This is an optimization exercise on Yosys and OpenROAD, whose aim is small area, a short achievable clock period and few clock cycles, not a production implementation. In this exercise RTL edits were held to simulation tests only and were not proved equivalent to the original. No activity file was given, so power comes from the tool's default toggle rates.

==> design.v <==
package tlv_pkg;
	localparam logic [4:0] ALGO_COUNT   = 5'd20;
	localparam logic [2:0] HDR_BYTES    = 3'd6;
	localparam logic [1:0] OUTER_FIELDS = 2'd3;
	localparam logic [1:0] INNER_FIELDS = 2'd2;
	localparam logic [1:0] KIND_OTHER  = 2'd0;
	localparam logic [1:0] KIND_DIGEST = 2'd1;
	localparam logic [1:0] KIND_PATH   = 2'd2;
	typedef struct packed {
		logic        first;
		logic [31:0] total_length;
		logic [7:0]  data_byte;
	} tlv_in_t;
	typedef struct packed {
		logic [1:0] byte_kind;
		logic [7:0] value_byte;
		logic [4:0] algo_code;
		logic       done_res;
		logic       status;
	} tlv_res_t;
	function automatic logic [6:0] digest_size(input logic [4:0] algo);
		logic [6:0] s;
		begin
			case (algo)
				5'd0, 5'd1, 5'd8, 5'd14:                  s = 7'd16;
				5'd2, 5'd3, 5'd15:                        s = 7'd20;
				5'd16:                                    s = 7'd24;
				5'd7:                                     s = 7'd28;
				5'd4, 5'd9, 5'd11, 5'd17, 5'd18:          s = 7'd32;
				5'd10:                                    s = 7'd40;
				5'd5, 5'd12:                              s = 7'd48;
				5'd6, 5'd13, 5'd19:                       s = 7'd64;
				default:                                  s = 7'd0;
			endcase
			digest_size = s;
		end
	endfunction
endpackage
module tlv_digest_list_validator (
	input  logic        clk,
	input  logic        arst_n,
	input  logic        s_axis_tvalid,
	output logic        s_axis_tready,
	input  logic [39:0] s_axis_tdata,   
	input  logic        s_axis_tuser,   
	output logic        m_axis_tvalid,
	input  logic        m_axis_tready,
	output logic [15:0] m_axis_tdata,   
	output logic [2:0]  m_axis_tuser,   
	output logic        m_axis_tlast    
);
	logic        first;
	logic [31:0] tl;
	logic [7:0]  b;
	assign first = s_axis_tuser;
	assign tl    = s_axis_tdata[31:0];
	assign b     = s_axis_tdata[39:32];
	logic        open_q, failed_q, vld_q;
	logic [4:0]  algo_q;
	logic [31:0] ot_q, il_q, vl_q;
	logic [2:0]  hc_q;
	logic [1:0]  field_q;
	logic        fb_q, nest_q, val_q, pf_q;
	logic [1:0]  kind_q;
	logic [7:0]  byte_q;
	logic        done_q;
	logic take;
	assign s_axis_tready = !vld_q || m_axis_tready;
	assign take          = s_axis_tvalid && s_axis_tready;
	logic [31:0] avail, len;
	logic [23:0] len_hi;
	logic        hi_gt, hi_eq, lo_ge;
	logic        hdr_end_out, hc0, hc1, hc5, len0, len_ge, dig_bad, fail_end, fail_c, enter_nest;
	logic        ol_one, il_one, vl_one, vl_two;
	assign avail  = nest_q ? il_q : ot_q;           
	assign len    = {vl_q[23:0], b};                
	assign hc0    = (hc_q == 3'd0);
	assign hc1    = (hc_q == 3'd1);
	assign hc5    = (hc_q == 3'd5);
	assign len0   = (len == 32'd0);
	assign len_hi = vl_q[23:0];
	assign hi_gt  = (len_hi > avail[31:8]);
	assign hi_eq  = (len_hi == avail[31:8]);
	assign lo_ge  = (b >= avail[7:0]);
	assign len_ge = hi_gt || (hi_eq && lo_ge);
	assign ol_one = pf_q ? (ot_q == 32'd2) : (ot_q == 32'd1);    
	assign il_one = (il_q == 32'd1);
	assign vl_one = (vl_q == 32'd1);
	assign vl_two = (vl_q == 32'd2);
	assign dig_bad = (algo_q >= tlv_pkg::ALGO_COUNT)
		|| (len != {25'd0, tlv_pkg::digest_size(algo_q)});
	assign fail_end = fb_q || len_ge || (!len0 && (nest_q
		? (field_q == 2'd0 && dig_bad)
		: ((field_q == 2'd0 && len != 32'd2) || (field_q == 2'd1 && len != 32'd4))));
	assign fail_c = val_q
		? (!nest_q && field_q == 2'd0 && vl_one && (fb_q || b >= 8'd20))
		: (hc0 ? (avail < 32'd6) : (hc5 && fail_end));
	assign enter_nest = !val_q && hc5 && !nest_q && field_q == 2'd2 && !len0;
	assign hdr_end_out = !val_q && hc5 && !nest_q;
	function automatic logic [31:0] dec(input logic [31:0] x, input logic t);
		logic z;
		z = 1'b1;
		for (int i = 0; i < 32; i++) begin
			dec[i] = x[i] ^ (t && z);
			z = z && !x[i];
		end
	endfunction
	logic [31:0] ot_d, il_d, vl_d, ot_hi;
	logic [2:0]  hc_d;
	logic [1:0]  field_d, kind_d;
	logic [4:0]  algo_d;
	logic        fb_d, nest_d, val_d, open_d, failed_d, done_d, algo_ok;
	assign algo_ok = open_q && !failed_q && val_q && !nest_q && field_q == 2'd0 && vl_one
		&& !fb_q && b < 8'd20;
	always_comb begin
		ot_hi   = dec({1'b0, ot_q[31:1]}, take && (pf_q || !ot_q[0]));
		ot_d    = (take && first) ? tl : {ot_hi[30:0], ot_q[0] ^ (take && !pf_q)};
		il_d    = (take && hdr_end_out) ? len : dec(il_q, take);   
		vl_d    = (take && !(val_q && !first)) ? len : dec(vl_q, take);
		field_d = (!val_q && hc1) ? b[1:0] : field_q;
		if (first) begin
			open_d   = (tl[31:1] != 31'd0);
			done_d   = (tl[31:1] == 31'd0);
			failed_d = (tl[31:3] == 29'd0) && (tl[2:0] != 3'd0) && (tl[2:0] < 3'd6);
			algo_d   = tlv_pkg::ALGO_COUNT;
			nest_d   = 1'b0;
			val_d    = 1'b0;
			hc_d     = 3'd1;
			fb_d     = (b != 8'd0);
			kind_d   = tlv_pkg::KIND_OTHER;
		end else begin
			open_d   = open_q && !ol_one;
			done_d   = open_q && ol_one;
			failed_d = failed_q || (open_q && fail_c);
			algo_d   = algo_ok ? b[4:0] : algo_q;
			nest_d   = enter_nest || (nest_q && !il_one);
			if (val_q) begin
				val_d = !vl_one;
				hc_d  = 3'd0;
				fb_d  = (b != 8'd0);
			end else begin
				val_d = hc5 && !len0 && !enter_nest;
				hc_d  = hc5 ? 3'd0 : hc_q + 3'd1;
				fb_d  = hc0 ? (b != 8'd0)
					: hc1 ? (fb_q || b >= (nest_q ? {6'd0, tlv_pkg::INNER_FIELDS}
					                               : {6'd0, tlv_pkg::OUTER_FIELDS}))
					: fb_q;
			end
			if (open_q && !failed_q && val_q && nest_q)
				kind_d = (field_q == 2'd0) ? tlv_pkg::KIND_DIGEST : tlv_pkg::KIND_PATH;
			else
				kind_d = tlv_pkg::KIND_OTHER;
		end
	end
	always_ff @(posedge clk or negedge arst_n) begin
		if (!arst_n) begin
			open_q   <= 1'b0;
			failed_q <= 1'b0;
			algo_q   <= tlv_pkg::ALGO_COUNT;
			vld_q    <= 1'b0;
		end else begin
			if (take) begin
				open_q   <= open_d;
				failed_q <= failed_d;
				algo_q   <= algo_d;
			end
			vld_q <= take || (vld_q && !m_axis_tready);
		end
	end
	always_ff @(posedge clk) begin
		ot_q <= ot_d;
		il_q <= il_d;
		vl_q <= vl_d;
		if (take) begin
			pf_q    <= first;
			hc_q    <= hc_d;
			field_q <= field_d;
			fb_q    <= fb_d;
			nest_q  <= nest_d;
			val_q   <= val_d;
			kind_q  <= kind_d;
			byte_q  <= (kind_d != tlv_pkg::KIND_OTHER) ? b : 8'd0;
			done_q  <= done_d;
		end
	end
	assign m_axis_tvalid = vld_q;
	assign m_axis_tdata  = {3'd0, algo_q, byte_q};
	assign m_axis_tuser  = {failed_q, kind_q};
	assign m_axis_tlast  = done_q;
endmodule
==> flow/run.sh <==
#!/bin/bash
# Standard layout with two changes: the port buffers are the smallest plain buffer instead
# of the delay buffer buffer_ports picks by default (repair may still upsize them), and the
# clock tree is built from smaller buffers without dummy loads.
set -o pipefail
export BUFFER_PORTS_ARGS="-buffer_cell sky130_fd_sc_hd__buf_1"
export CTS_ARGS="-sink_clustering_enable -repair_clock_nets -buf_list sky130_fd_sc_hd__clkbuf_8 -dont_use_dummy_load"
bash standard.sh > standard.log 2>&1
==> standard.sh <==
#!/bin/bash
# synth_recipe.tcl (not shown) runs the flow's synth.tcl, then flattens the netlist and writes it again
# the make line also repeats each setting of config.mk as NAME=value (left out here)
make -C /OpenROAD-flow-scripts/flow DESIGN_CONFIG=/design/flow/config.mk WORK_HOME=/design/flow/orfs CLKGATE_MAP_FILE= SYNTH_SCRIPT=/design/flow/synth_recipe.tcl "${@:-finish}"
==> config.mk <==
export PLATFORM = sky130hd
export DESIGN_NAME = tlv_digest_list_validator
export DESIGN_NICKNAME = tlv_digest_list_validator
export VERILOG_FILES = /design/flow/design.v
export SDC_FILE = /design/flow/constraint.sdc
export NUM_CORES = 4
export LEC_CHECK = 0
export CAP_MARGIN = 20
export CORE_MARGIN = 2
export CORE_UTILIZATION = 40
export PLACE_DENSITY = 0.75
export SETUP_SLACK_MARGIN = 3.3
export SLEW_MARGIN = 20
==> constraint.sdc <==
create_clock -name core_clock -period 6.0 [get_ports {clk}]
set_input_delay 1.2000 -clock core_clock [delete_from_list [all_inputs] [get_ports {clk}]]
set_output_delay 1.2000 -clock core_clock [all_outputs]
set_load 0.01 [all_outputs]
==> results of run 1 <==
[power breakdown]
| group | total, uW | switching, uW | internal, uW |
|---|---|---|---|
| sequential | 1390 | 323 | 1060 |
| clock | 526 | 278 | 248 |
| combinational | 790 | 399 | 392 |
| total | 2700 | 1000 | 1700 |
[cells in the mapped netlist, drive strengths merged, types with 2 or more instances]
master   count
nor2       124
dfxtp       96
nand2       71
a21oi       68
xnor2       54
o21ai       46
ha          45
nor3        39
clkbuf      34
mux2i       33
nor4        30
xor2        26
edfxtp      20
inv         18
nand3       15
nand4       15
a31oi       12
or3         12
and3        11
nand2b      10
buf          8
o21a         8
nor2b        7
or4          7
dfrtp        6
a21o         5
or2          5
a22oi        4
nor3b        4
a2111oi      3
a211oi       3
a22o         3
mux2         3
o31ai        3
o41ai        3
a2bb2oi      2
dfstp        2
nor4b        2
o211ai       2
o22ai        2
o31a         2
[metal layers]
| layer | up-vias | global-route usage (%) | share of wire, % |
|---|---|---|---|
| met4 | 0 | 6.737 | 1.9 |
| met1 | 3203 | 27.69 | 45 |
| met5 | - | 0 | 0 |
| met2 | 221 | 30.89 | 46 |
| li1 | 3260 | - | - |
| met3 | 29 | 4.061 | 6.6 |
[layout make-up]
type	instances	area [um^2]	area share, %
Clock buffer	17	234.0	2.772
Inverter	18	75.07	0.8895
Multi-Input combinational cell	695	4651	55.11
Sequential cell	124	2728	32.32
Tap cell	229	286.5	3.395
Timing Repair Buffer	86	465.4	5.515
[worst max path at each step]
stage                                       to  cells after the start
after floorplan               vl_q[29]$_DFF_P_                      9
after global placement    failed_q$_DFFE_PN0P_                     10
after detailed placement      il_q[21]$_DFF_P_                      6
after CTS                 failed_q$_DFFE_PN0P_                     10
after global routing      failed_q$_DFFE_PN0P_                     10
final                     failed_q$_DFFE_PN0P_                     10
[logic make-up after synthesis]
| logic type | after synthesis | synth area share [%] |
|---|---|---|
| other cells | 1 | 0.05079 |
| xor+xnor | 80 | 9.490 |
| compound gates | 173 | 14.10 |
| buf+inv | 60 | 3.321 |
| mux | 36 | 4.931 |
| fa+ha+maj | 45 | 7.626 |
| flops | 124 | 36.91 |
| simple gates | 357 | 23.57 |
[timing repair]
action,in CTS,in global routing
pin swaps,6,8
gates resized for setup,18,30
setup buffers,8,11
setup endpoints to repair,44,47
cloned,2,0
[per-stage QoR]
step                area [um^2]  hold WS (ns)  setup WS (ns)  cells  power, uW
floorplan                  7487        0.4638          3.165    878       1879
global placement           7820        0.4831          2.443   1131       2080
detailed placement         7820        0.4928          2.399   1131       2113
CTS                        8228        0.5038          2.962   1158       2658
global route               8439        0.5341          3.094   1169       2886
finish                     8439        0.5054          3.180   1169       2703
[tightest hold or removal path, stage by stage, from the launching register on]
cell and delay [ns]:
sky130_fd_sc_hd__dfxtp_1 0.32, sky130_fd_sc_hd__nand2_1 0.06, sky130_fd_sc_hd__a31oi_1 0.08
[registers in the layout, indices dropped and copies added, names as in the netlist, 2 cells and up]
name	flops
algo_q	5
byte_q	8
field_q	2
hc_q	3
il_q	32
kind_q	2
ot_q	32
vl_q	32
[cell usage in the layout (no fill, tap or decap), types with 9 or more instances in the layout]
| cell type | count |
|---|---|
| sky130_fd_sc_hd__xor2_1 | 26 |
| sky130_fd_sc_hd__dfxtp_1 | 94 |
| sky130_fd_sc_hd__a21oi_1 | 68 |
| sky130_fd_sc_hd__o21ai_0 | 43 |
| sky130_fd_sc_hd__nand3_1 | 12 |
| sky130_fd_sc_hd__buf_4 | 19 |
| sky130_fd_sc_hd__nand2_1 | 70 |
| sky130_fd_sc_hd__inv_1 | 17 |
| sky130_fd_sc_hd__nor3_1 | 34 |
| sky130_fd_sc_hd__nand2b_1 | 9 |
| sky130_fd_sc_hd__mux2i_1 | 32 |
| sky130_fd_sc_hd__a31oi_1 | 12 |
| sky130_fd_sc_hd__clkbuf_8 | 17 |
| sky130_fd_sc_hd__ha_1 | 45 |
| sky130_fd_sc_hd__buf_1 | 59 |
| sky130_fd_sc_hd__nor2_1 | 124 |
| sky130_fd_sc_hd__xnor2_1 | 54 |
| sky130_fd_sc_hd__nor4_1 | 21 |
| sky130_fd_sc_hd__nand4_1 | 15 |
| sky130_fd_sc_hd__edfxtp_1 | 20 |
| sky130_fd_sc_hd__and3_1 | 10 |
==> flow_summary.rst, run 1 <==
.. list-table::
   :header-rows: 1

   * - Metric
     - Value
   * - Depth of the CTS H-tree
     - 4
   * - Cell types with the largest area share after synthesis
     - sky130_fd_sc_hd__dfxtp_1 (26%), sky130_fd_sc_hd__edfxtp_1 (8.1%), sky130_fd_sc_hd__ha_1 (7.6%)
   * - Hold buffers post-CTS
     - 0
   * - Pin count of the biggest net entering global routing
     - 64
   * - Worst slew pin tran
     - 0.7173 ns
   * - Predominant post-synthesis flop cell
     - sky130_fd_sc_hd__dfxtp_1
   * - Layout cell share with drive strength beyond 1
     - 10.21%
   * - CTS tree
     - yes
   * - Critical Path Max Stage Delay
     - 0.57 ns
   * - Final RePlAce weighted congestion
     - 0.8950
   * - Vias
     - 6713
   * - Maximum net fanout on the critical path
     - 15
   * - Number of DRC violations after detailed-routing iteration 0
     - 481
   * - Type of the worst min-delay path
     - flop to flop
   * - Antenna diode count
     - 0
   * - Crit path max-delay cell type
     - sky130_fd_sc_hd__or4_4
   * - Source-to-sink clock delay at the later pin of the worst-skew pair
     - 0.45 ns
   * - First-pass iteration count of the detailed router
     - 5
   * - Clock period minus worst slack
     - 2.820 ns
   * - Type of the setup path with the least slack
     - flop to flop
   * - Number of different library cells in the post-synthesis netlist
     - 63
   * - Post-Route Setup TNS
     - 0 ns
   * - Result of the run
     - no timing/DRC/antenna violations
   * - Hold Violations, Final
     - 0
   * - WHS Path Cells
     - 2
   * - Count of mapped cells out of synthesis
     - 876
   * - Antenna Violating Nets Remaining
     - 0
   * - Sum of overflow across all layers after global routing
     - 0
   * - Global-route wire length before repair
     - 31.29 mm
   * - Count of final setup violators
     - 0
   * - Count of synthesis-stage warnings from yosys
     - 1
   * - Post-detailed-route wirelength per cell
     - 16.51 um
   * - Overall track demand over capacity in global routing
     - 19.91%
   * - Kind of cell with the highest combined delay on the critical path
     - simple AND/OR/NAND/NOR gates
   * - Arr. time, crit path
     - 3.14 ns
   * - Number of buffers created by CTS
     - 17
   * - Total Nets Final
     - 1032
   * - Top-area cell type share of the netlist area
     - 26.03%
   * - RSZ-0062 raised after global routing
     - true
   * - Start point of the critical path
     - nest_q$_SDFFCE_PP0P_
   * - Required time at the endpoint of the critical path
     - 6.32 ns
   * - R2r setup slk
     - 3.18 ns
   * - Element type at the critical path end
     - flop
   * - Horizontal extent of the die
     - 139.9 um
   * - Number of max-capacitance violations reported
     - 0
   * - Synth area leader
     - sky130_fd_sc_hd__dfxtp_1
   * - Lkg Pwr
     - 0.003086 uW
   * - Routed via count divided by cell count
     - 5.743
   * - Standard cell core area
     - 18020 um^2
   * - Combined area of all synthesized cells
     - 7383 um^2
   * - Buffers on Ports
     - 63
   * - Clock input transition at the sequential cells of the worst setup and hold paths
     - 0.06 ns
   * - Critical Path Source Type
     - flop
   * - Hold Startpoint
     - il_q[3]$_DFF_P_
   * - Most frequent CP cell
     - sky130_fd_sc_hd__nand2_1
   * - CTS root buffer
     - sky130_fd_sc_hd__clkbuf_8
   * - Aggregate routed wire length
     - 19.30 mm
   * - Slew Viols, Final
     - 0
   * - Headroom to the max-slew limit
     - 52.18%
   * - P per Cell Area
     - 320.2 nW/um^2
   * - R2R cell count
     - 10
   * - Starting utilization of the core area
     - 40.96%
   * - Terminating pin of the worst hold path
     - il_q[3]$_DFF_P_
   * - Buffers from clock root to sink, at most
     - 2
   * - Number of core rows
     - 49
   * - Boundary pin count
     - 67
   * - Sequential share of the synthesized area
     - 36.91%
   * - Max Freq
     - 0.3546 GHz
   * - Post-layout util
     - 46.82%
   * - Number of flops mapped to enable cells by yosys
     - 20
   * - FFs w/ async S/R, synth
     - 6.452%
   * - Mean area per synthesized cell
     - 8.428 um^2
   * - Detailed Place HPWL
     - 13.68 mm
   * - Clock Skew
     - 0.01736 ns
   * - Vertical extent of the die
     - 139.9 um
   * - Number of antenna violations at the first check in global routing
     - 0
   * - CTS sink count
     - 124
   * - Flip-flop and latch count after synthesis
     - 124
   * - Number of remaining DRC errors
     - 0
   * - Ordered cell list for the critical path
     - buf_12 > buf_4 > mux2i_1 > ha_1 > nand2_1 > or4_4 > nor3_4 > nand2_1 > a2111oi_2 > a31oi_1
   * - Reg-to-Reg Start
     - nest_q$_SDFFCE_PP0P_
   * - Terminus of the critical flop-to-flop path
     - failed_q$_DFFE_PN0P_
   * - Final clock period utilization by the worst path
     - 47.01%
   * - Number of global-route vias before repair
     - 6120
   * - Number of fillers in the final layout
     - 1758
   * - Number of buffer and inverter instances along the worst setup path
     - 2
   * - Largest voltage drop on the vdd net
     - 175.9 uV
   * - Die outline area
     - 19560 um^2
   * - Growth of design area from synthesis to finish
     - 14.30%
Testbench counts, summed over its fixed seeds: cycles 61,216.
==> inputs of run 2 (changes only) <==
--- a/config.mk
+++ b/config.mk
@@ -8,6 +8,5 @@
 export CAP_MARGIN = 20
 export CORE_MARGIN = 2
 export CORE_UTILIZATION = 40
-export PLACE_DENSITY = 0.75
 export SETUP_SLACK_MARGIN = 3.3
 export SLEW_MARGIN = 20
==> run 2 against run 1 <==
Final cell count fell by 0.34%; largest cell class unchanged; flip-flop and latch count did not move; critical path type is now input port to primary output; first-iteration DRC count fell by 25%; die area unchanged; via count shrank 3.2%; hold slack improved by 0.0017 ns; clock-buffer cell count did not move; utilization decreased by 0.14 points; synthesized cell count stayed put; clock skew down 0.0012 ns.
==> flow_summary.rst, run 2 <==
.. list-table::
   :header-rows: 1

   * - Metric
     - Value
   * - Result of the run
     - no timing/DRC/antenna violations
   * - Sum of overflow across all layers after global routing
     - 0
   * - Layout cell share with drive strength beyond 1
     - 10.15%
   * - Routed via count divided by cell count
     - 5.578
   * - Die outline area
     - 19560 um^2
   * - First-pass iteration count of the detailed router
     - 5
   * - Aggregate routed wire length
     - 20.04 mm
   * - Post-synth top cells
     - sky130_fd_sc_hd__nor2_1 (124), sky130_fd_sc_hd__dfxtp_1 (96), sky130_fd_sc_hd__nand2_1 (71)
   * - Count of synthesis-stage warnings from yosys
     - 1
   * - Sequential Power Share
     - 51.1%
   * - Total Nets Final
     - 1028
   * - FFs w/ async S/R, synth
     - 6.452%
   * - Net switching power figure
     - 1017 uW
   * - Length of routed met3 wiring
     - 948 um
   * - Uppermost layer routed
     - met4
   * - Slew Viols, Final
     - 0
   * - Count of mapped cells out of synthesis
     - 876
   * - Part of the power in combinational logic
     - 29.2%
   * - Max Freq
     - 0.3666 GHz
   * - Antenna diode count
     - 0
   * - Post-detailed-route wirelength per cell
     - 17.20 um
   * - Portion of total power attributed to the clock network
     - 19.6%
   * - Number of max-capacitance violations reported
     - 0
   * - Synth area leader
     - sky130_fd_sc_hd__dfxtp_1
   * - Leading cell types in the layout, fill and taps excluded
     - sky130_fd_sc_hd__nor2_1 (124), sky130_fd_sc_hd__dfxtp_1 (92), sky130_fd_sc_hd__nand2_1 (68), sky130_fd_sc_hd__a21oi_1 (68), sky130_fd_sc_hd__buf_1 (57)
   * - Starting utilization of the core area
     - 40.96%
   * - Post-Route Setup TNS
     - 0 ns
   * - Net Sw Frac
     - 37.38%
   * - Cell area after layout
     - 8414 um^2
   * - Number of antenna violations at the first check in global routing
     - 0
   * - Standard cell core area
     - 18020 um^2
   * - Clock Skew
     - 0.01620 ns
   * - Terminating pin of the worst hold path
     - il_q[3]$_DFF_P_
   * - Vertical extent of the die
     - 139.9 um
   * - CTS root buffer
     - sky130_fd_sc_hd__clkbuf_8
   * - Number of flops mapped to enable cells by yosys
     - 20
   * - Element type at the critical path end
     - primary output
   * - Worst slew pin tran
     - 0.6536 ns
   * - Registers with the most flip-flops
     - il_q: 32 flops, ot_q: 32 flops, vl_q: 32 flops
   * - Number of different library cells in the post-synthesis netlist
     - 63
   * - Number of global-route vias before repair
     - 6046
   * - Clock input transition at the sequential cells of the worst setup and hold paths
     - 0.06 ns
   * - Hold Startpoint
     - il_q[3]$_DFF_P_
   * - Required time at the endpoint of the critical path
     - 4.80 ns
   * - Reg-to-Reg Start
     - nest_q$_SDFFCE_PP0P_
   * - Number of core rows
     - 49
   * - Type of the worst min-delay path
     - flop to flop
   * - Post-placement cell area
     - 7819 um^2
   * - Count of final setup violators
     - 0
   * - Number of placed instances with taps included
     - 1130
   * - Lkg Pwr
     - 0.003070 uW
   * - Buffers from clock root to sink, at most
     - 2
   * - Critical Path Source Type
     - input port
   * - Growth of design area from synthesis to finish
     - 13.96%
   * - Horizontal extent of the die
     - 139.9 um
   * - R2R cell count
     - 10
   * - Terminus of the critical flop-to-flop path
     - failed_q$_DFFE_PN0P_
   * - Hold Violations, Final
     - 0
   * - Cell types with the largest area share after synthesis
     - sky130_fd_sc_hd__dfxtp_1 (26%), sky130_fd_sc_hd__edfxtp_1 (8.1%), sky130_fd_sc_hd__ha_1 (7.6%)
   * - WHS Path Cells
     - 2
   * - Overall track demand over capacity in global routing
     - 20.51%
   * - Top-area cell type share of the netlist area
     - 26.03%
   * - Flip-flop and latch count after synthesis
     - 124
   * - Final clock period utilization by the worst path
     - 45.47%
   * - Global-route wire length before repair
     - 32.04 mm
   * - Mean area per synthesized cell
     - 8.428 um^2
   * - Maximum net fanout on the critical path
     - 3
   * - Boundary pin count
     - 67
   * - Headroom to the max-slew limit
     - 56.43%
   * - Type of the setup path with the least slack
     - input port to primary output
   * - CTS tree
     - yes
   * - Number of fillers in the final layout
     - 1837
   * - P per Cell Area
     - 323.2 nW/um^2
   * - Pin count of the biggest net entering global routing
     - 65
   * - Number of remaining DRC errors
     - 0
   * - Combined area of all synthesized cells
     - 7383 um^2
   * - Antenna Violating Nets Remaining
     - 0
   * - Total power consumption of the routed design
     - 2719 uW
   * - Number of standard cells in the layout, taps in and fillers out
     - 1165
   * - Clock period minus worst slack
     - 2.728 ns
   * - CTS sink count
     - 124
   * - Hold buffers post-CTS
     - 0
   * - Arr. time, crit path
     - 1.53 ns
   * - Number of buffers created by CTS
     - 17
   * - Detailed Place HPWL
     - 14.31 mm
   * - RSZ-0062 raised after global routing
     - true
   * - Most common library cell in the layout ignoring fill and taps
     - sky130_fd_sc_hd__nor2_1
   * - R2r setup slk
     - 3.32 ns
   * - Sequential share of the synthesized area
     - 36.91%
   * - Length of routed wiring on met1
     - 9.729 mm
   * - Vias
     - 6498
   * - Source-to-sink clock delay at the later pin of the worst-skew pair
     - 0.44 ns
   * - Number of DRC violations after detailed-routing iteration 0
     - 360
   * - Buffers on Ports
     - 63
   * - Pint
     - 1703 uW
   * - Predominant post-synthesis flop cell
     - sky130_fd_sc_hd__dfxtp_1
   * - Post-layout util
     - 46.68%
   * - Largest voltage drop on the vdd net
     - 164.1 uV
   * - Final RePlAce weighted congestion
     - 0.8740
   * - Detailed route wirelength on metal2
     - 9.103 mm
   * - Library cell with the highest instance count after synthesis
     - sky130_fd_sc_hd__nor2_1
   * - Depth of the CTS H-tree
     - 4
[run 2: routing by layer]
metal  vias to the layer above  track usage, %
met5                         -               0
met4                         0           7.632
met2                       172           31.09
met1                      3062           29.14
li1                       3245               -
met3                        19           3.716
[run 2: critical path, stage by stage]
cell and delay (ns):
sky130_fd_sc_hd__buf_1 0.07, sky130_fd_sc_hd__nand2b_4 0.14, sky130_fd_sc_hd__buf_6 0.12
[run 2: power by group through the flow]
| stage | logic (uW) | registers [uW] | clock network (uW) |
|---|---|---|---|
| 6_report | 795 | 1390 | 534 |
| 5_1_grt | 905 | 1420 | 586 |
| 4_1_cts | 765 | 1380 | 555 |
| 3_5_place_dp | 731 | 1390 | 0 |
| 3_3_place_gp | 718 | 1390 | 0 |
| 2_1_floorplan | 604 | 1270 | 0 |
[run 2: cells by family after synthesis]
logic type	after synthesis	share of synthesized area, %
AOI/OAI and AO/OA	173	14.10
xor gates and xnor gates	80	9.490
adders and majority gates	45	7.626
buffers and inverters	60	3.321
DFF	124	36.91
muxes	36	4.931
other	1	0.05079
and+or+nand+nor	357	23.57
[run 2: per-stage QoR]
step	worst slack [ns]	hold slack, ns
final	3.272	0.5071
after global routing	3.192	0.5359
after CTS	3.259	0.5062
after detailed placement	2.342	0.4929
after global placement	2.360	0.4849
after floorplan	3.165	0.4638
[run 2: worst max path at each step]
stage	from	endpoint	slack, ns	cells after the start
after global routing	nest_q$_SDFFCE_PP0P_	failed_q$_DFFE_PN0P_	3.19	11
final	m_axis_tready	s_axis_tready	3.27	3
after CTS	s_axis_tuser	failed_q$_DFFE_PN0P_	3.26	5
after global placement	m_axis_tready	il_q[5]$_DFF_P_	2.36	6
after detailed placement	m_axis_tready	il_q[12]$_DFF_P_	2.34	6
after floorplan	m_axis_tready	vl_q[29]$_DFF_P_	3.16	9
[run 2: layout make-up]
class | count | area [um^2] | area share [%]
timing repair buffer | 82 | 421.7 | 5.011
sequential | 124 | 2730 | 32.45
inverter | 18 | 75.07 | 0.8922
clock buffer | 17 | 234.0 | 2.781
multi-input combinational | 695 | 4667 | 55.46
tap | 229 | 286.5 | 3.405
[run 2: what timing repair did]
item,CTS,global route
pin swaps,12,10
hold endpoints to repair,0,0
gates cloned,0,1
buffers inserted,16,1
endpoints found under the setup margin,47,27
gates resized for setup,28,24
==> inputs of run 3 (changes only) <==
--- a/flow/run.sh
+++ b/flow/run.sh
@@ -4,5 +4,5 @@
 # clock tree is built from smaller buffers without dummy loads.
 set -o pipefail
 export BUFFER_PORTS_ARGS="-buffer_cell sky130_fd_sc_hd__buf_1"
-export CTS_ARGS="-sink_clustering_enable -repair_clock_nets -buf_list sky130_fd_sc_hd__clkbuf_8 -dont_use_dummy_load"
+export CTS_ARGS="-sink_clustering_enable -repair_clock_nets -buf_list {sky130_fd_sc_hd__clkbuf_4 sky130_fd_sc_hd__clkbuf_8} -dont_use_dummy_load"
 bash standard.sh > standard.log 2>&1
==> run 3 against run 2 <==
Still clean; cell area unchanged; sequential share of layout area stayed put; maximum frequency unchanged; synthesized area is the same; worst setup slack unchanged; hold slack is the same; largest power group unchanged.
==> flow_summary.rst, run 3 <==
.. list-table::
   :header-rows: 1

   * - Metric
     - Value
   * - Final clock period utilization by the worst path
     - 45.47%
   * - Number of core rows
     - 49
   * - Lkg Pwr
     - 0.003070 uW
   * - CTS tree
     - yes
   * - Number of different library cells in the post-synthesis netlist
     - 63
   * - First-pass iteration count of the detailed router
     - 5
   * - Sequential Power Share
     - 51.1%
   * - Pin count of the biggest net entering global routing
     - 65
   * - Antenna Violating Nets Remaining
     - 0
   * - Clock input transition at the sequential cells of the worst setup and hold paths
     - 0.06 ns
   * - Critical Path Source Type
     - input port
   * - Clock Skew
     - 0.01620 ns
   * - Required time at the endpoint of the critical path
     - 4.80 ns
   * - Sum of overflow across all layers after global routing
     - 0
   * - Type of the worst min-delay path
     - flop to flop
   * - Number of flops mapped to enable cells by yosys
     - 20
   * - Type of the setup path with the least slack
     - input port to primary output
   * - Vertical extent of the die
     - 139.9 um
   * - Hold Violations, Final
     - 0
   * - Overall track demand over capacity in global routing
     - 20.51%
   * - Number of DRC violations after detailed-routing iteration 0
     - 360
   * - Die outline area
     - 19560 um^2
   * - Starting utilization of the core area
     - 40.96%
   * - Count of final setup violators
     - 0
   * - P per Cell Area
     - 323.2 nW/um^2
   * - Number of max-capacitance violations reported
     - 0
   * - Source-to-sink clock delay at the later pin of the worst-skew pair
     - 0.44 ns
   * - Pint
     - 1703 uW
   * - Most common library cell in the layout ignoring fill and taps
     - sky130_fd_sc_hd__nor2_1
   * - Clock period minus worst slack
     - 2.728 ns
   * - CTS root buffer
     - sky130_fd_sc_hd__clkbuf_8
   * - Max Freq
     - 0.3666 GHz
   * - Aggregate routed wire length
     - 20.04 mm
   * - Final RePlAce weighted congestion
     - 0.8740
   * - Library cell with the highest instance count after synthesis
     - sky130_fd_sc_hd__nor2_1
   * - Number of buffers created by CTS
     - 17
   * - Number of antenna violations at the first check in global routing
     - 0
   * - Net switching power figure
     - 1017 uW
   * - Element type at the critical path end
     - primary output
   * - Worst slack at placement
     - 2.342 ns
   * - Detailed Place HPWL
     - 14.31 mm
   * - Mean area per synthesized cell
     - 8.428 um^2
   * - Count of synthesis-stage warnings from yosys
     - 1
   * - Global-route wire length before repair
     - 32.04 mm
   * - Hold buffers post-CTS
     - 0
   * - Depth of the CTS H-tree
     - 4
   * - Result of the run
     - no timing/DRC/antenna violations
   * - Total Nets Final
     - 1028
   * - Synth area leader
     - sky130_fd_sc_hd__dfxtp_1
   * - Top-area cell type share of the netlist area
     - 26.03%
   * - Worst slew pin tran
     - 0.6536 ns
   * - Largest voltage drop on the vdd net
     - 164.1 uV
   * - Post-synth top cells
     - sky130_fd_sc_hd__nor2_1 (124), sky130_fd_sc_hd__dfxtp_1 (96), sky130_fd_sc_hd__nand2_1 (71)
   * - Count of mapped cells out of synthesis
     - 876
   * - Maximum net fanout on the critical path
     - 3
   * - Flip-flop and latch count after synthesis
     - 124
   * - Cell types with the largest area share after synthesis
     - sky130_fd_sc_hd__dfxtp_1 (26%), sky130_fd_sc_hd__edfxtp_1 (8.1%), sky130_fd_sc_hd__ha_1 (7.6%)
   * - Routed via count divided by cell count
     - 5.578
   * - RSZ-0062 raised after global routing
     - true
   * - Predominant post-synthesis flop cell
     - sky130_fd_sc_hd__dfxtp_1
   * - Antenna diode count
     - 0
   * - Number of remaining DRC errors
     - 0
   * - R2r setup slk
     - 3.32 ns
   * - FFs w/ async S/R, synth
     - 6.452%
   * - Boundary pin count
     - 67
   * - Worst hold slack across all endpoints
     - 0.5071 ns
   * - Vias
     - 6498
   * - Combined area of all synthesized cells
     - 7383 um^2
   * - Post-detailed-route wirelength per cell
     - 17.20 um
   * - Slew Viols, Final
     - 0
   * - Buffers from clock root to sink, at most
     - 2
   * - Buffers on Ports
     - 63
   * - Growth of design area from synthesis to finish
     - 13.96%
   * - CTS sink count
     - 124
   * - Standard cell core area
     - 18020 um^2
   * - Post-Route Setup TNS
     - 0 ns
   * - Arr. time, crit path
     - 1.53 ns
   * - Leading cell types in the layout, fill and taps excluded
     - sky130_fd_sc_hd__nor2_1 (124), sky130_fd_sc_hd__dfxtp_1 (92), sky130_fd_sc_hd__nand2_1 (68), sky130_fd_sc_hd__a21oi_1 (68), sky130_fd_sc_hd__buf_1 (57)
   * - Net Sw Frac
     - 37.38%
   * - Headroom to the max-slew limit
     - 56.43%
   * - Layout cell share with drive strength beyond 1
     - 10.15%
   * - Number of global-route vias before repair
     - 6046
   * - Horizontal extent of the die
     - 139.9 um
   * - Part of the power in combinational logic
     - 29.2%
   * - Portion of total power attributed to the clock network
     - 19.6%
   * - Sequential share of the synthesized area
     - 36.91%
   * - Registers with the most flip-flops
     - il_q: 32 flops, ot_q: 32 flops, vl_q: 32 flops
   * - Final setup margin
     - 3.272 ns
run 3: cell counts after synthesis:
No cell type changed its count.
run 3: area by class of cell:
cell class,count,area (um^2)
Fill cell,1837,9610
Clock buffer,17,234.0
Timing Repair Buffer,82,421.7
Sequential cell,124,2730
Inverter,18,75.07
Tap cell,229,286.5
Multi-Input combinational cell,695,4667
run 3: per-stage QoR:
stage | area (um^2) | util [%] | total power, uW | std cells
floorplan | 7487 | - | 1879 | 878
global placement | 7819 | 43.38 | 2112 | 1130
CTS | 8292 | 46.00 | 2698 | 1163
finish | 8414 | 46.68 | 2719 | 1165
global route | 8414 | 46.68 | 2914 | 1165
detailed placement | 7819 | 43.38 | 2125 | 1130
run 3: per-layer routing:
metal	track usage (%)	up-vias	share of wire [%]
met1	29.14	3062	49
met2	31.09	172	45
met3	3.716	19	4.7
li1	-	3245	-
met4	7.632	0	1.3
met5	0	-	0
run 3: cells by family (layout without fill, tap and decap cells):
family,Yosys count,after routing,share of synthesized area [%]
flip-flops,124,124,36.91
AO/OA/AOI/OAI,173,173,14.10
AND/OR/NAND/NOR,357,358,23.57
adder cells (fa/ha/maj),45,45,7.626
XOR/XNOR,80,80,9.490
multiplexers,36,36,4.931
other,1,3,0.05079
buffers and inverters,60,117,3.321
run 3: worst paths after layout:
path / start / endpoint / depth (start not counted)
setup / recovery: m_axis_tready / s_axis_tready / 3
hold reg to reg: il_q[3]$_DFF_P_ / il_q[3]$_DFF_P_ / 2
min in group asynchronous: arst_n / algo_q[0]$_DFFE_PN0P_ / 1
max in group asynchronous: arst_n / algo_q[3]$_DFFE_PN0P_ / 1
setup reg to reg: nest_q$_SDFFCE_PP0P_ / failed_q$_DFFE_PN0P_ / 10
hold / removal: il_q[3]$_DFF_P_ / il_q[3]$_DFF_P_ / 2
run 3: repair_timing:
action                                  4_1_cts  5_1_grt
buffers inserted                             16        1
pin swaps                                    12       10
gates cloned                                  0        1
endpoints found under the setup margin       47       27
gates resized for setup                      28       24
run 3: worst max-delay path, stage by stage:
cell and delay (ns):
sky130_fd_sc_hd__buf_1 0.07, sky130_fd_sc_hd__nand2b_4 0.14, sky130_fd_sc_hd__buf_6 0.12
run 3: power by group through the flow:
stage          combinational [uW]  sequential [uW]  clock (uW)
2_1_floorplan                 604             1270           0
3_3_place_gp                  718             1390           0
3_5_place_dp                  731             1390           0
4_1_cts                       765             1380         555
5_1_grt                       905             1420         586
6_report                      795             1390         534
==> inputs of run 4 (changes only) <==
==> flow/run.sh (replaced) <==
#!/bin/bash
# Standard layout with two changes: the port buffers are the smallest plain buffer instead
# of the delay buffer buffer_ports picks by default (repair may still upsize them), and the
# clock tree is built from smaller buffers without dummy loads.
set -o pipefail
export BUFFER_PORTS_ARGS="-buffer_cell sky130_fd_sc_hd__buf_1"
export CTS_ARGS="-sink_clustering_enable -repair_clock_nets -buf_list sky130_fd_sc_hd__clkbuf_4 -dont_use_dummy_load"
bash standard.sh > standard.log 2>&1
==> run 4 against run 3 <==
First-iteration DRC count is 19% higher; clock power decreased by 25%; wire length fell by 2.3%; clock-buffer cell count unchanged; still clean; sequential share of layout area increased by 1.0 points; sequential power is essentially flat; combinational power is 3.0% lower; register-to-register slack got worse by 0.10 ns; flip-flop and latch count unchanged; non-clock buffer count is 4 lower.
==> flow_summary.rst, run 4 <==
.. list-table::
   :header-rows: 1

   * - Metric
     - Value
   * - Result of the run
     - no timing/DRC/antenna violations
   * - Headroom to the max-slew limit
     - 44.67%
   * - Lkg Pwr
     - 0.002942 uW
   * - Critical Path Source Type
     - flop
   * - Count of synthesis-stage warnings from yosys
     - 1
   * - Number of different library cells in the post-synthesis netlist
     - 63
   * - Horizontal extent of the die
     - 139.9 um
   * - Number of global-route vias before repair
     - 5974
   * - RSZ-0062 raised after global routing
     - true
   * - Number of DRC violations after detailed-routing iteration 0
     - 429
   * - Die outline area
     - 19560 um^2
   * - Post-detailed-route wirelength per cell
     - 16.87 um
   * - Top-area cell type share of the netlist area
     - 26.03%
   * - Leading cell types in the layout, fill and taps excluded
     - sky130_fd_sc_hd__nor2_1 (124), sky130_fd_sc_hd__dfxtp_1 (87), sky130_fd_sc_hd__nand2_1 (70), sky130_fd_sc_hd__a21oi_1 (68), sky130_fd_sc_hd__buf_1 (62)
   * - CTS sink count
     - 124
   * - Number of buffers created by CTS
     - 17
   * - Clock input transition at the sequential cells of the worst setup and hold paths
     - 0.10 ns
   * - Depth of the CTS H-tree
     - 4
   * - Required time at the endpoint of the critical path
     - 6.43 ns
   * - Max Freq
     - 0.3596 GHz
   * - Hold Startpoint
     - il_q[3]$_DFF_P_
   * - Buffers on Ports
     - 63
   * - Number of fillers in the final layout
     - 1867
   * - Cell types with the largest area share after synthesis
     - sky130_fd_sc_hd__dfxtp_1 (26%), sky130_fd_sc_hd__edfxtp_1 (8.1%), sky130_fd_sc_hd__ha_1 (7.6%)
   * - Clock period minus worst slack
     - 2.781 ns
   * - Combined area of all synthesized cells
     - 7383 um^2
   * - Routed via count divided by cell count
     - 5.527
   * - Buffers from clock root to sink, at most
     - 2
   * - P per Cell Area
     - 312.5 nW/um^2
   * - Start point of the critical path
     - nest_q$_SDFFCE_PP0P_
   * - Pint
     - 1575 uW
   * - First-pass iteration count of the detailed router
     - 5
   * - Flip-flop and latch count after synthesis
     - 124
   * - Number of antenna violations at the first check in global routing
     - 1
   * - Count of mapped cells out of synthesis
     - 876
   * - WHS Path Cells
     - 2
   * - Type of the setup path with the least slack
     - flop to flop
   * - Element type at the critical path end
     - flop
   * - Boundary pin count
     - 67
   * - Pin count of the biggest net entering global routing
     - 65
   * - Predominant post-synthesis flop cell
     - sky130_fd_sc_hd__dfxtp_1
   * - Layout cell share with drive strength beyond 1
     - 8.915%
   * - Part of the power in combinational logic
     - 30.2%
   * - Sum of overflow across all layers after global routing
     - 0
   * - Overall track demand over capacity in global routing
     - 20.32%
   * - Clock Skew
     - 0.03086 ns
   * - Largest voltage drop on the vdd net
     - 165.9 uV
   * - Hold Violations, Final
     - 0
   * - Maximum net fanout on the critical path
     - 9
   * - CTS tree
     - yes
   * - Source-to-sink clock delay at the later pin of the worst-skew pair
     - 0.55 ns
   * - Sequential share of the synthesized area
     - 36.91%
   * - Most common library cell in the layout ignoring fill and taps
     - sky130_fd_sc_hd__nor2_1
   * - Worst slew pin tran
     - 0.8277 ns
   * - Growth of design area from synthesis to finish
     - 10.81%
   * - Terminating pin of the worst hold path
     - il_q[3]$_DFF_P_
   * - Arr. time, crit path
     - 3.21 ns
   * - Antenna Violating Nets Remaining
     - 0
   * - Total Nets Final
     - 1023
   * - Post-Route Setup TNS
     - 0 ns
   * - Detailed Place HPWL
     - 14.31 mm
   * - FFs w/ async S/R, synth
     - 6.452%
   * - CTS root buffer
     - sky130_fd_sc_hd__clkbuf_4
   * - Number of remaining DRC errors
     - 0
   * - Cell area after layout
     - 8182 um^2
   * - Post-placement cell area
     - 7819 um^2
   * - Slew Viols, Final
     - 0
   * - Final clock period utilization by the worst path
     - 46.35%
   * - Net switching power figure
     - 982.3 uW
   * - Vertical extent of the die
     - 139.9 um
   * - Library cell with the highest instance count after synthesis
     - sky130_fd_sc_hd__nor2_1
   * - Standard cell core area
     - 18020 um^2
   * - Net Sw Frac
     - 38.42%
   * - Portion of total power attributed to the clock network
     - 15.6%
   * - Number of max-capacitance violations reported
     - 0
   * - Final RePlAce weighted congestion
     - 0.8740
   * - Terminus of the critical flop-to-flop path
     - failed_q$_DFFE_PN0P_
   * - Starting utilization of the core area
     - 40.96%
   * - Number of core rows
     - 49
   * - Count of final setup violators
     - 0
   * - Sequential Power Share
     - 54.3%
   * - Global-route wire length before repair
     - 31.75 mm
   * - Synth area leader
     - sky130_fd_sc_hd__dfxtp_1
   * - Aggregate routed wire length
     - 19.58 mm
   * - Number of flops mapped to enable cells by yosys
     - 20
   * - Vias
     - 6417
   * - Registers with the most flip-flops
     - il_q: 32 flops, ot_q: 32 flops, vl_q: 32 flops
   * - Reg-to-Reg Start
     - nest_q$_SDFFCE_PP0P_
   * - Post-synth top cells
     - sky130_fd_sc_hd__nor2_1 (124), sky130_fd_sc_hd__dfxtp_1 (96), sky130_fd_sc_hd__nand2_1 (71)
   * - Mean area per synthesized cell
     - 8.428 um^2
   * - Type of the worst min-delay path
     - flop to flop
   * - R2R cell count
     - 10
   * - R2r setup slk
     - 3.22 ns
## run 4: worst max path at each step
stage / to / slack (ns) / depth (start not counted)
floorplan: vl_q[29]$_DFF_P_ / 3.16 / 9
global placement: il_q[5]$_DFF_P_ / 2.36 / 6
detailed placement: il_q[12]$_DFF_P_ / 2.34 / 6
CTS: failed_q$_DFFE_PN0P_ / 2.97 / 5
global route: failed_q$_DFFE_PN0P_ / 3.13 / 10
finish: failed_q$_DFFE_PN0P_ / 3.22 / 10
## run 4: area by class of cell
| type | count | area [um^2] | area share, % |
|---|---|---|---|
| repair buffers | 78 | 372.9 | 4.557 |
| inverters | 18 | 75.07 | 0.9176 |
| well taps | 229 | 286.5 | 3.502 |
| flip-flops and latches | 124 | 2739 | 33.48 |
| diodes | 1 | 2.502 | 0.03059 |
| multi-input cells | 694 | 4578 | 55.96 |
| clock buffers | 17 | 127.6 | 1.560 |
## run 4: cells by family after synthesis
family	share of synthesized area, %
AOI/OAI and AO/OA	14.10
buffers and inverters	3.321
muxes	4.931
DFF	36.91
and+or+nand+nor	23.57
xor gates and xnor gates	9.490
other	0.05079
adders and majority gates	7.626
## run 4: power groups by stage
| stage | clock [uW] | sequential (uW) | combinational [uW] |
|---|---|---|---|
| after global placement | 0 | 1390 | 718 |
| after floorplan | 0 | 1270 | 604 |
| after CTS | 417 | 1380 | 753 |
| after global routing | 446 | 1420 | 884 |
| after detailed placement | 0 | 1390 | 731 |
| final | 399 | 1390 | 771 |
## run 4: critical path, stage by stage (launching register included)
cell	delay (ns)
sky130_fd_sc_hd__edfxtp_1	0.41
sky130_fd_sc_hd__buf_12	0.17
sky130_fd_sc_hd__mux2i_1	0.19
sky130_fd_sc_hd__ha_1	0.27
sky130_fd_sc_hd__a211oi_1	0.21
sky130_fd_sc_hd__nor2_1	0.07
sky130_fd_sc_hd__o31a_1	0.29
sky130_fd_sc_hd__a2111oi_2	0.36
sky130_fd_sc_hd__o21ai_1	0.20
sky130_fd_sc_hd__a2111oi_2	0.39
sky130_fd_sc_hd__a31oi_1	0.12
## run 4: per-layer routing
metal	up-vias	GRT usage, %	routed length (um)
met4	0	7.737	350
met3	20	3.854	916
li1	3260	-	-
met5	-	0	0
met1	2979	29.06	9666
met2	158	30.37	8650
## run 4: repair_timing
item | in CTS | in global routing
hold endpoints to repair | 0 | 0
resized for setup | 20 | 17
setup endpoints to repair | 41 | 30
pin swaps | 8 | 4
buffers inserted | 13 | 0
hold buffers | 0 | 0
## run 4: per-stage QoR
stage | setup slack [ns] | instances | power, uW | util (%) | hold slack [ns]
after floorplan | 3.165 | 878 | 1879 | - | 0.4638
after global placement | 2.360 | 1130 | 2112 | 43.38 | 0.4849
after detailed placement | 2.342 | 1130 | 2125 | 43.38 | 0.4929
after CTS | 2.966 | 1160 | 2549 | 45.03 | 0.5102
after global routing | 3.128 | 1161 | 2751 | 45.39 | 0.5477
final | 3.219 | 1161 | 2557 | 45.39 | 0.5147
==> inputs of run 5 (changes only) <==
--- a/design.v
+++ b/design.v
@@ -60,7 +60,7 @@
 	logic [31:0] ot_q, il_q, vl_q;
 	logic [2:0]  hc_q;
 	logic [1:0]  field_q;
-	logic        fb_q, nest_q, val_q, pf_q;
+	logic        fb_q, nest_q, val_q, pf_q, ah_q;
 	logic [1:0]  kind_q;
 	logic [7:0]  byte_q;
 	logic        done_q;
@@ -93,7 +93,7 @@
 		? (field_q == 2'd0 && dig_bad)
 		: ((field_q == 2'd0 && len != 32'd2) || (field_q == 2'd1 && len != 32'd4))));
 	assign fail_c = val_q
-		? (!nest_q && field_q == 2'd0 && vl_one && (fb_q || b >= 8'd20))
+		? (ah_q && (fb_q || b >= 8'd20))
 		: (hc0 ? (avail < 32'd6) : (hc5 && fail_end));
 	assign enter_nest = !val_q && hc5 && !nest_q && field_q == 2'd2 && !len0;
 	assign hdr_end_out = !val_q && hc5 && !nest_q;
@@ -109,9 +109,8 @@
 	logic [2:0]  hc_d;
 	logic [1:0]  field_d, kind_d;
 	logic [4:0]  algo_d;
-	logic        fb_d, nest_d, val_d, open_d, failed_d, done_d, algo_ok;
-	assign algo_ok = open_q && !failed_q && val_q && !nest_q && field_q == 2'd0 && vl_one
-		&& !fb_q && b < 8'd20;
+	logic        fb_d, nest_d, val_d, open_d, failed_d, done_d, algo_ok, ah_d;
+	assign algo_ok = open_q && ah_q && !fb_q && b < 8'd20;    
 	always_comb begin
 		ot_hi   = dec({1'b0, ot_q[31:1]}, take && (pf_q || !ot_q[0]));
 		ot_d    = (take && first) ? tl : {ot_hi[30:0], ot_q[0] ^ (take && !pf_q)};
@@ -128,7 +127,9 @@
 			hc_d     = 3'd1;
 			fb_d     = (b != 8'd0);
 			kind_d   = tlv_pkg::KIND_OTHER;
+			ah_d     = 1'b0;
 		end else begin
+			ah_d     = open_q && !failed_q && val_q && !nest_q && field_q == 2'd0 && vl_two;
 			open_d   = open_q && !ol_one;
 			done_d   = open_q && ol_one;
 			failed_d = failed_q || (open_q && fail_c);
@@ -173,6 +174,7 @@
 		vl_q <= vl_d;
 		if (take) begin
 			pf_q    <= first;
+			ah_q    <= ah_d;
 			hc_q    <= hc_d;
 			field_q <= field_d;
 			fb_q    <= fb_d;
==> run 5 against run 4 <==
Flip-flop and latch count rose by 1; critical path type is now input port to primary output; sequential power is 4% higher; largest power group unchanged; power rose by 4.4%; still clean on timing, DRC and antenna.
==> flow_summary.rst, run 5 <==
.. list-table::
   :header-rows: 1

   * - Metric
     - Value
   * - Overall track demand over capacity in global routing
     - 21.83%
   * - Largest voltage drop on the vdd net
     - 146.4 uV
   * - Reg-to-Reg Start
     - nest_q$_SDFFCE_PP0P_
   * - Leading cell types in the layout, fill and taps excluded
     - sky130_fd_sc_hd__nor2_1 (115), sky130_fd_sc_hd__dfxtp_1 (88), sky130_fd_sc_hd__a21oi_1 (75), sky130_fd_sc_hd__nand2_1 (70), sky130_fd_sc_hd__buf_1 (62)
   * - Total Nets Final
     - 1042
   * - Total power consumption of the routed design
     - 2669 uW
   * - Cell area after layout
     - 8304 um^2
   * - CTS tree
     - yes
   * - Post-synth top cells
     - sky130_fd_sc_hd__nor2_1 (117), sky130_fd_sc_hd__dfxtp_1 (96), sky130_fd_sc_hd__a21oi_1 (75)
   * - Critical Path Source Type
     - input port
   * - Growth of design area from synthesis to finish
     - 11.01%
   * - Detailed Place HPWL
     - 15.56 mm
   * - Flip-flop and latch count after synthesis
     - 125
   * - Clock period minus worst slack
     - 2.753 ns
   * - Final clock period utilization by the worst path
     - 45.88%
   * - Number of DRC violations after detailed-routing iteration 0
     - 481
   * - Worst slew pin tran
     - 0.9124 ns
   * - Max Freq
     - 0.3633 GHz
   * - Required time at the endpoint of the critical path
     - 4.80 ns
   * - Headroom to the max-slew limit
     - 39.18%
   * - Hold Startpoint
     - vl_q[17]$_DFF_P_
   * - Cell types with the largest area share after synthesis
     - sky130_fd_sc_hd__dfxtp_1 (26%), sky130_fd_sc_hd__edfxtp_1 (8.4%), sky130_fd_sc_hd__ha_1 (7.5%)
   * - Combined area of all synthesized cells
     - 7481 um^2
   * - Slew Viols, Final
     - 0
   * - RSZ-0062 raised after global routing
     - true
   * - Die outline area
     - 19810 um^2
   * - Top-area cell type share of the netlist area
     - 25.69%
   * - Terminus of the critical flop-to-flop path
     - failed_q$_DFFE_PN0P_
   * - Number of flops mapped to enable cells by yosys
     - 21
   * - Vertical extent of the die
     - 140.8 um
   * - Terminating pin of the worst hold path
     - il_q[25]$_DFF_P_
   * - Number of core rows
     - 50
   * - CTS root buffer
     - sky130_fd_sc_hd__clkbuf_4
   * - Antenna Violating Nets Remaining
     - 0
   * - Number of max-capacitance violations reported
     - 0
   * - Registers with the most flip-flops
     - il_q: 32 flops, ot_q: 32 flops, vl_q: 32 flops
   * - Post-placement cell area
     - 7944 um^2
   * - Number of antenna violations at the first check in global routing
     - 1
   * - Result of the run
     - no timing/DRC/antenna violations
   * - Sequential share of the synthesized area
     - 36.83%
   * - Clock Skew
     - 0.03187 ns
   * - Buffers on Ports
     - 63
   * - Mean area per synthesized cell
     - 8.349 um^2
   * - Worst hold slack across all endpoints
     - 0.5362 ns
   * - Global-route wire length before repair
     - 33.96 mm
   * - Starting utilization of the core area
     - 40.40%
   * - R2r setup slk
     - 3.34 ns
   * - Type of the worst min-delay path
     - flop to flop
   * - Horizontal extent of the die
     - 140.8 um
   * - Pin count of the biggest net entering global routing
     - 64
   * - Sum of overflow across all layers after global routing
     - 0
   * - Boundary pin count
     - 67
   * - Most common library cell in the layout ignoring fill and taps
     - sky130_fd_sc_hd__nor2_1
   * - Clock input transition at the sequential cells of the worst setup and hold paths
     - 0.11 ns
   * - Library cell with the highest instance count after synthesis
     - sky130_fd_sc_hd__nor2_1
   * - Arr. time, crit path
     - 1.55 ns
   * - Post-detailed-route wirelength per cell
     - 18.08 um
   * - Final setup margin
     - 3.247 ns
   * - Lkg Pwr
     - 0.003008 uW
   * - Element type at the critical path end
     - primary output
   * - Number of buffers created by CTS
     - 17
   * - Count of final setup violators
     - 0
   * - CTS sink count
     - 125
   * - Buffers from clock root to sink, at most
     - 2
   * - Maximum net fanout on the critical path
     - 4
   * - Predominant post-synthesis flop cell
     - sky130_fd_sc_hd__dfxtp_1
   * - Count of synthesis-stage warnings from yosys
     - 1
   * - Source-to-sink clock delay at the later pin of the worst-skew pair
     - 0.55 ns
   * - Number of fillers in the final layout
     - 1860
   * - Number of remaining DRC errors
     - 0
   * - Hold Violations, Final
     - 0
   * - Type of the setup path with the least slack
     - input port to primary output
   * - Number of different library cells in the post-synthesis netlist
     - 63
   * - Worst slack at placement
     - 2.380 ns
   * - Vias
     - 6719
   * - Depth of the CTS H-tree
     - 4
   * - P per Cell Area
     - 321.4 nW/um^2
   * - Routed via count divided by cell count
     - 5.670
   * - Number of global-route vias before repair
     - 6311
   * - Final RePlAce weighted congestion
     - 0.8706
   * - Standard cell core area
     - 18520 um^2
   * - Aggregate routed wire length
     - 21.43 mm
   * - R2R cell count
     - 9
   * - Post-Route Setup TNS
     - 0 ns
   * - FFs w/ async S/R, synth
     - 6.400%
   * - Count of mapped cells out of synthesis
     - 896
   * - Synth area leader
     - sky130_fd_sc_hd__dfxtp_1
   * - WHS Path Cells
     - 2
   * - First-pass iteration count of the detailed router
     - 5
   * - Layout cell share with drive strength beyond 1
     - 7.895%
-- run 5: cell types whose count changed in the layout (fill, tap and decap cells not counted), sizes merged, moves of 4 or more --
| cell | delta |
|---|---|
| o21ai | +16 |
| nand3 | +9 |
| a21oi | +7 |
| nor2 | -7 |
| nor3 | -7 |
| or3 | -7 |
| xnor2 | -6 |
| nand3b | +5 |
| a21boi | +4 |
| o21a | -4 |
| o31ai | +4 |
| xor2 | +4 |
-- run 5: area by class of cell --
cell class / instances / area [um^2] / area share [%]
diodes: 1 / 2.502 / 0.03013
well taps: 234 / 292.8 / 3.526
repair buffers: 77 / 365.4 / 4.400
inverters: 21 / 83.83 / 1.009
multi-input cells: 710 / 4659 / 56.11
clock buffers: 17 / 127.6 / 1.537
flip-flops and latches: 125 / 2773 / 33.39
-- run 5: routing by layer --
metal,part of all wire (%),up-vias,GRT usage (%)
met5,0,-,0
met4,2.1,0,6.474
met3,5.5,34,4.789
met2,45,204,35.22
met1,47,3162,29.40
li1,-,3319,-
-- run 5: where the power goes --
group	switching, uW	internal (uW)	total, uW
sequential	363	1080	1440
clock	276	129	405
combinational	419	405	824
total	1060	1610	2670
-- run 5: worst max-delay path by stage --
stage	startpoint	end	slack, ns
6_report	m_axis_tready	s_axis_tready	3.25
5_1_grt	nest_q$_SDFFCE_PP0P_	failed_q$_DFFE_PN0P_	3.18
4_1_cts	nest_q$_SDFFCE_PP0P_	failed_q$_DFFE_PN0P_	3.19
3_5_place_dp	s_axis_tvalid	il_q[5]$_DFF_P_	2.38
3_3_place_gp	m_axis_tready	failed_q$_DFFE_PN0P_	2.46
2_1_floorplan	m_axis_tready	vl_q[27]$_DFF_P_	3.20
-- run 5: critical path: stages --
cell                       delay [ns]
sky130_fd_sc_hd__buf_1           0.07
sky130_fd_sc_hd__nand2b_4        0.15
sky130_fd_sc_hd__buf_6           0.13
-- run 5: logic make-up (layout without fill, tap and decap cells) --
logic type	Yosys count	count (layout)	share of synthesized area, %
adders and majority gates	45	45	7.526
DFF	125	125	36.83
buffers and inverters	64	115	3.479
other	1	4	0.05013
muxes	37	37	5.034
xor gates and xnor gates	78	78	9.132
and+or+nand+nor	357	358	23.52
AOI/OAI and AO/OA	189	189	14.43
-- run 5: stage by stage --
step	cells	util, %
6_report	1185	44.84
3_5_place_dp	1156	42.90
2_1_floorplan	898	-
4_1_cts	1179	44.05
3_3_place_gp	1156	42.90
5_1_grt	1185	44.84
-- run 5: timing repair --
action / 4_1_cts / 5_1_grt
hold buffers: 0 / 0
setup buffers: 5 / 5
cloned: 1 / 0
resized for setup: 13 / 23
endpoints found under the hold margin: 0 / 0
endpoints found under the setup margin: 58 / 17
pin swaps: 1 / 2
Testbench counts of run 5, summed over its fixed seeds: cycles 61,216.
==> inputs of run 6 (changes only) <==
--- a/flow/run.sh
+++ b/flow/run.sh
@@ -4,5 +4,5 @@
 # clock tree is built from smaller buffers without dummy loads.
 set -o pipefail
 export BUFFER_PORTS_ARGS="-buffer_cell sky130_fd_sc_hd__buf_1"
-export CTS_ARGS="-sink_clustering_enable -repair_clock_nets -buf_list sky130_fd_sc_hd__clkbuf_4 -dont_use_dummy_load"
+export CTS_ARGS="-sink_clustering_enable -repair_clock_nets -buf_list sky130_fd_sc_hd__clkbuf_8 -dont_use_dummy_load"
 bash standard.sh > standard.log 2>&1
==> run 6 against run 5 <==
Still clean; synthesized area is the same; register-to-register slack is essentially flat; utilization is 0.67 points higher; flip-flop and latch count unchanged; clock power increased by 34%; first-iteration DRC count is 2.1% higher; final cell count down 0.17%; maximum frequency rose by 0.50%; highest routed layer unchanged.
==> flow_summary.rst, run 6 <==
.. list-table::
   :header-rows: 1

   * - Metric
     - Value
   * - Number of remaining DRC errors
     - 0
   * - Starting utilization of the core area
     - 40.40%
   * - Maximum net fanout on the critical path
     - 10
   * - Slew Viols, Final
     - 0
   * - Terminating pin of the worst hold path
     - il_q[25]$_DFF_P_
   * - Total Nets Final
     - 1041
   * - Clock period minus worst slack
     - 2.739 ns
   * - Storage cell area
     - 2766 um^2
   * - Clock Skew
     - 0.02327 ns
   * - Registers with the most flip-flops
     - il_q: 32 flops, ot_q: 32 flops, vl_q: 32 flops
   * - Library cell with the highest instance count after synthesis
     - sky130_fd_sc_hd__nor2_1
   * - Number of DRC violations after detailed-routing iteration 0
     - 491
   * - Max Freq
     - 0.3651 GHz
   * - Horizontal extent of the die
     - 140.8 um
   * - Hold Startpoint
     - vl_q[17]$_DFF_P_
   * - Antenna Violating Nets Remaining
     - 0
   * - Net Sw Frac
     - 38.42%
   * - P per Cell Area
     - 333.4 nW/um^2
   * - CTS tree
     - yes
   * - Final RePlAce weighted congestion
     - 0.8706
   * - First-pass iteration count of the detailed router
     - 7
   * - Vertical extent of the die
     - 140.8 um
   * - Count of mapped cells out of synthesis
     - 896
   * - Number of buffers created by CTS
     - 17
   * - Ordered cell list for the critical path
     - buf_1 > ha_1 > a21oi_1 > a21boi_0 > o2111ai_1 > a21boi_0 > o31ai_2 > a31oi_1
   * - Standard cell core area
     - 18520 um^2
   * - Count of synthesis-stage warnings from yosys
     - 1
   * - Die outline area
     - 19810 um^2
   * - Combined area of all synthesized cells
     - 7481 um^2
   * - Worst slew pin tran
     - 0.9959 ns
   * - Post-synthesis xor/xnor area fraction
     - 9.132%
   * - Net switching power figure
     - 1080 uW
   * - Reg-to-Reg Start
     - vl_q[16]$_DFF_P_
   * - Sequential Power Share
     - 51.4%
   * - Synth Area in Adders
     - 7.526%
   * - Top-area cell type share of the netlist area
     - 25.69%
   * - Post-synth top cells
     - sky130_fd_sc_hd__nor2_1 (117), sky130_fd_sc_hd__dfxtp_1 (96), sky130_fd_sc_hd__a21oi_1 (75)
   * - Post-detailed-route wirelength per cell
     - 18.09 um
   * - Number of fillers in the final layout
     - 1853
   * - Depth of the CTS H-tree
     - 4
   * - Worst hold slack across all endpoints
     - 0.5225 ns
   * - Largest voltage drop on the vdd net
     - 166.9 uV
   * - FFs w/ async S/R, synth
     - 6.400%
   * - Result of the run
     - no timing/DRC/antenna violations
   * - Part of the power in combinational logic
     - 29.3%
   * - Clock input transition at the sequential cells of the worst setup and hold paths
     - 0.07 ns
   * - Area of the multi-input gates
     - 4686 um^2
   * - Type of the setup path with the least slack
     - input port to flop
   * - Required time at the endpoint of the critical path
     - 6.30 ns
   * - RSZ-0062 raised after global routing
     - true
   * - Most common library cell in the layout ignoring fill and taps
     - sky130_fd_sc_hd__nor2_1
   * - Number of flops mapped to enable cells by yosys
     - 21
   * - Cell types with the largest area share after synthesis
     - sky130_fd_sc_hd__dfxtp_1 (26%), sky130_fd_sc_hd__edfxtp_1 (8.4%), sky130_fd_sc_hd__ha_1 (7.5%)
   * - Antenna diode count
     - 0
   * - Pin count of the biggest net entering global routing
     - 64
   * - CTS root buffer
     - sky130_fd_sc_hd__clkbuf_8
   * - Synth area leader
     - sky130_fd_sc_hd__dfxtp_1
   * - Number of global-route vias before repair
     - 6337
   * - Growth of design area from synthesis to finish
     - 12.66%
   * - Number of antenna violations at the first check in global routing
     - 0
   * - Crit path max-delay cell type
     - sky130_fd_sc_hd__buf_1
   * - CTS sink count
     - 125
   * - Area fraction in and, or, nand and nor cells after synthesis
     - 23.52%
   * - Lkg Pwr
     - 0.003054 uW
   * - Number of buffer and inverter instances along the worst setup path
     - 1
   * - Kind of cell with the highest combined delay on the critical path
     - compound AO/OA/AOI/OAI gates
   * - Terminus of the critical flop-to-flop path
     - val_q$_SDFFCE_PP0P_
   * - Hold Violations, Final
     - 0
   * - Post-Route Setup TNS
     - 0 ns
   * - Main combinational cell family by area after synthesis
     - simple AND/OR/NAND/NOR gates
   * - Total power consumption of the routed design
     - 2810 uW
   * - Most frequent CP cell
     - sky130_fd_sc_hd__a21boi_0
   * - Number of max-capacitance violations reported
     - 0
   * - Global-route wire length before repair
     - 34.07 mm
   * - Routed via count divided by cell count
     - 5.718
   * - Critical Path Source Type
     - input port
   * - Flip-flop and latch count after synthesis
     - 125
   * - Aggregate routed wire length
     - 21.40 mm
   * - R2r setup slk
     - 3.34 ns
   * - Mean area per synthesized cell
     - 8.349 um^2
   * - Multiplexer share of the synthesized area
     - 5.034%
   * - Pint
     - 1731 uW
   * - Source-to-sink clock delay at the later pin of the worst-skew pair
     - 0.45 ns
   * - Layout cell share with drive strength beyond 1
     - 7.798%
   * - Compound-Gate Fraction of Synth Area
     - 14.43%
   * - Boundary pin count
     - 67
   * - Predominant post-synthesis flop cell
     - sky130_fd_sc_hd__dfxtp_1
   * - Arr. time, crit path
     - 3.04 ns
   * - Number of core rows
     - 50
   * - Final clock period utilization by the worst path
     - 45.65%
   * - Number of different library cells in the post-synthesis netlist
     - 63
   * - Buffers on Ports
     - 63
   * - Headroom to the max-slew limit
     - 33.60%
   * - Sum of overflow across all layers after global routing
     - 0
   * - Critical Path Max Stage Delay
     - 0.49 ns
   * - WHS Path Cells
     - 2
   * - Buffers from clock root to sink, at most
     - 2
   * - Detailed Place HPWL
     - 15.56 mm
   * - Cell area after layout
     - 8428 um^2
   * - Sequential share of the synthesized area
     - 36.83%
   * - Hold buffers post-CTS
     - 0
   * - Count of final setup violators
     - 0
   * - Start point of the critical path
     - s_axis_tdata[34]
   * - Type of the worst min-delay path
     - flop to flop
   * - Vias
     - 6764
   * - Post-placement cell area
     - 7944 um^2
   * - Element type at the critical path end
     - flop
   * - Leading cell types in the layout, fill and taps excluded
     - sky130_fd_sc_hd__nor2_1 (115), sky130_fd_sc_hd__dfxtp_1 (91), sky130_fd_sc_hd__a21oi_1 (75), sky130_fd_sc_hd__nand2_1 (70)
   * - Overall track demand over capacity in global routing
     - 21.88%
   * - R2R cell count
     - 6
   * - Portion of total power attributed to the clock network
     - 19.2%
## run 6: how the worst max path moves through the flow
| stage | end | slack, ns | depth (start not counted) |
|---|---|---|---|
| final | failed_q$_DFFE_PN0P_ | 3.26 | 8 |
| after floorplan | vl_q[27]$_DFF_P_ | 3.20 | 9 |
| after global placement | failed_q$_DFFE_PN0P_ | 2.46 | 7 |
| after CTS | failed_q$_DFFE_PN0P_ | 3.19 | 9 |
| after detailed placement | il_q[5]$_DFF_P_ | 2.38 | 6 |
| after global routing | failed_q$_DFFE_PN0P_ | 3.17 | 11 |
## run 6: metrics by stage
step	util (%)	cells	setup WS (ns)
5_1_grt	45.51	1183	3.166
2_1_floorplan	-	898	3.196
6_report	45.51	1183	3.261
4_1_cts	44.74	1179	3.190
3_5_place_dp	42.90	1156	2.380
3_3_place_gp	42.90	1156	2.463
## run 6: layout make-up
cell class | instances | share of cell area [%]
Sequential cell | 125 | 32.82
Multi-Input combinational cell | 710 | 55.60
Inverter | 21 | 1.024
Timing Repair Buffer | 76 | 4.305
Clock buffer | 17 | 2.776
Tap cell | 234 | 3.474
## run 6: cell families (layout without fill, tap and decap cells)
group	count (synthesis)	after routing
AOI/OAI and AO/OA	189	189
xor gates and xnor gates	78	78
adders and majority gates	45	45
buffers and inverters	64	114
DFF	125	125
muxes	37	37
other	1	3
and+or+nand+nor	357	358
## run 6: what timing repair did
item	in CTS	in global routing
pin swaps	1	2
cloned	1	0
gates resized for setup	16	24
buffers inserted	5	4
setup endpoints to repair	65	25
hold endpoints to repair	0	0
## run 6: metal layers
layer  wire length (um)  vias to the layer above  part of all wire, %  global-route usage [%]
li1                   -                     3316                    -                       -
met1              10070                     3216                   47                   29.36
met2               9732                      196                   45                   35.20
met3               1111                       36                  5.2                   4.484
met4                486                        0                  2.3                   7.526
met5                  0                        -                    0                       0
## run 6: worst reg2reg max path: stages, from the launching register on
cell,delay (ns)
sky130_fd_sc_hd__dfxtp_4,0.37
sky130_fd_sc_hd__or4_4,0.55
sky130_fd_sc_hd__or3b_4,0.41
sky130_fd_sc_hd__or3b_1,0.40
sky130_fd_sc_hd__or3_4,0.37
sky130_fd_sc_hd__o31ai_2,0.18
sky130_fd_sc_hd__a21oi_1,0.08
## run 6: power by group through the flow
stage | logic (uW) | registers, uW | clock network (uW)
detailed placement | 780 | 1450 | 0
floorplan | 644 | 1300 | 0
global route | 941 | 1480 | 590
finish | 825 | 1450 | 541
CTS | 798 | 1430 | 555
global placement | 762 | 1450 | 0

static timing again, ports no longer ideal:
The results above use ideal ports. As a check the final layouts listed here were re-extracted and re-timed, cells and wires unchanged. Step 1 sets driving cells, clkbuf_16 on the clock port and buf_2 on the other inputs (assumed; they add their load-dependent delay and slew). Step 2, shift: input delay + t, output delay - t, t = (earliest + latest rising clock arrival at the registers) / 2. This alone moves slack from input paths to output paths. Three values: ideal ports, drivers, drivers and shift; two values: the first two.
run	t (ns)	slack for setup (ns)
run 1	0.479	3.180 / 3.180 / 2.782
run 2	0.467	3.272 / 3.253 / 2.848
run 3	0.467	3.272 / 3.253 / 2.848
run 4	0.572	3.219 / 3.219 / 2.761
run 5	0.581	3.247 / 3.228 / 2.795
run 6	0.476	3.261 / 3.242 / 2.800
After both steps every run listed still meets setup and hold.
